This is an optimization exercise on Yosys and OpenROAD, whose aim is small area, a short achievable clock period and few clock cycles per item, not a production implementation.
In this exercise RTL edits were held to simulation tests only and were not proved equivalent to the original.
Power is estimated from default activity; no workload was simulated.

== orange ==
// nmpt_top
module nmpt_top (
   input  logic        clock,
   input  logic        reset,
   input  logic        req_valid,
   output logic        req_stall,
   input  logic [2:0]  req_op,
   input  logic [2:0]  req_code,
   input  logic        req_frame_ok,
   input  logic [10:0] req_page,
   output logic        rsp_valid,
   input  logic        rsp_stall,
   output logic        rsp_handled,
   output logic        rsp_page_missing,
   output logic        rsp_any_missing,
   output logic [31:0] rsp_missing_reports,
   output logic        rsp_peer_ready,
   output logic        rsp_resend,
   output logic        rsp_timed_out,
   input  logic        csr_wr_en,
   input  logic [1:0]  csr_index,
   input  logic [15:0] csr_wr_data
);
   nmpt_pkg::req_type req_word;
   nmpt_pkg::rsp_type rsp_word;
   assign req_word.operation      = req_op;
   assign req_word.complaint_code = req_code;
   assign req_word.frame_ok       = req_frame_ok;
   assign req_word.page           = req_page;
   assign rsp_handled         = rsp_word.handled;
   assign rsp_page_missing    = rsp_word.page_missing;
   assign rsp_any_missing     = rsp_word.any_missing;
   assign rsp_missing_reports = rsp_word.missing_reports;
   assign rsp_peer_ready      = rsp_word.peer_ready;
   assign rsp_resend          = rsp_word.resend;
   assign rsp_timed_out       = rsp_word.timed_out;
   nak_missing_page_tracker #(
      .MAX_PAGES (1024)
   ) u_tracker (
      .clock       (clock),
      .reset       (reset),
      .req_valid   (req_valid),
      .req_stall   (req_stall),
      .req_data    (req_word),
      .rsp_valid   (rsp_valid),
      .rsp_stall   (rsp_stall),
  ...
==> flow/config.mk <==
export PLATFORM = sky130hd
export DESIGN_NAME = nmpt_top
export DESIGN_NICKNAME = nmpt_top
export VERILOG_FILES = /design/flow/design.v
export SDC_FILE = /design/flow/constraint.sdc
export NUM_CORES = 4
export LEC_CHECK = 0
export CAP_MARGIN = 20
export CORE_MARGIN = 2
export CORE_UTILIZATION = 55
export CTS_CLUSTER_DIAMETER = 70
export CTS_CLUSTER_SIZE = 28
export SLEW_MARGIN = 20
==> flow/constraint.sdc <==
create_clock -name core_clock -period 8.0 [get_ports {clock}]
set_input_delay 1.6000 -clock core_clock [delete_from_list [all_inputs] [get_ports {clock}]]
set_output_delay 1.6000 -clock core_clock [all_outputs]
set_load 0.01 [all_outputs]
standard.sh (not shown) runs the stock make flow with config.mk's settings and CLKGATE_MAP_FILE= SYNTH_SCRIPT=/design/flow/synth_recipe.tcl, a recipe that flattens the netlist after the stock synthesis.
==> flow/flow/run.sh <==
#!/bin/bash
export SETUP_SLACK_MARGIN=5.5
bash standard.sh > standard.log 2>&1
status=$?
cp -r orfs/logs/sky130hd/nmpt_top/base orfs_logs 2>/dev/null
exit $status
Testbench counts of orange, summed over its fixed seeds: cycles 16,352, items 16,320.
Modified inputs, purple compared to orange
Settings: CTS_CLUSTER_DIAMETER: 70 -> 100; CTS_CLUSTER_SIZE: 28 -> 26.
[summary]
- Sort purple and orange by number of iterations in the first detailed-routing pass desc -> top: purple
- Worst hold slack delta (orange -> purple): insignificant
- Of purple and orange, orange shows the higher area added between synthesis and finish, with purple below it.

---

## run 1
nmpt_top again, from the RTL that the note above started with.
Settings: LEC_CHECK=0, CAP_MARGIN=20, CORE_MARGIN=2, CORE_UTILIZATION=55, CTS_CLUSTER_DIAMETER=100, CTS_CLUSTER_SIZE=28, SLEW_MARGIN=20; clock period 8.0 ns.
Scripts as last shown in full above: flow/flow/run.sh
Testbench counts of run 1, summed over its fixed seeds: cycles 16,352, items 16,320.
Here is what was changed in the inputs of run 2 compared with run 1.
--- a/flow/config.mk
+++ b/flow/config.mk
@@ -9,5 +9,5 @@
 export CORE_MARGIN = 2
 export CORE_UTILIZATION = 55
-export CTS_CLUSTER_DIAMETER = 100
-export CTS_CLUSTER_SIZE = 28
+export CTS_CLUSTER_DIAMETER = 120
+export CTS_CLUSTER_SIZE = 24
 export SLEW_MARGIN = 20
Notes after the runs:
- On global-route met2 utilization, run 1 tracks run 2 almost exactly.
- The multi-input gate share of total cell area of run 2 falls short of that of run 1 by 0.20 points.
- STATUS static leakage: run 2 loses against run 1
- Net count after synthesis: run 1 vs run 2 identical
- The number of antenna violations at the first check in global routing in run 2 sits 1 below the value recorded for run 1.
- For the hold slack, run 2 came in 4.4 ps lower than run 1 did.
- | wire length after detailed routing | run 2 vs run 1 | ≈ equal |
- Run 2 against run 1: overall power consumption +about 2%; cell area has increased; relative area change from synthesis to final layout increased 0.50 points.

==> afterwards: timing with drivers on the ports <==
How much do the figures lean on ideal ports? The routed layouts below were timed once more, with nothing changed but the port constraints. Step 1 assumes that a clkbuf_16 drives the clock port and a buf_2 every other input. Step 2 adds t to the input delays and takes it off the output delays; t is the mean of the earliest and latest rising clock arrival at the registers after step 1. Input paths then give back, and output paths get back, about the clock's delay inside the block. Three values: no drivers, after step 1, after step 2; two values: the first two.
| run | t (ns) | setup slack, ns | cell pins on the clock port's net |
|---|---|---|---|
| orange | 0.780 | 5.209 / 5.137 / 4.778 | 1 |
| purple | 0.745 | 5.191 / 5.154 / 4.764 | 1 |
| run 1 | 0.742 | 5.245 / 5.173 / 4.766 | 1 |
| run 2 | 0.764 | 5.218 / 5.144 / 4.664 | 1 |
After both steps setup and hold are still met in every run listed. For run 2, which loses most, drivers alone change the setup slack by -0.074 ns; drivers and shift together by -0.554 ns.
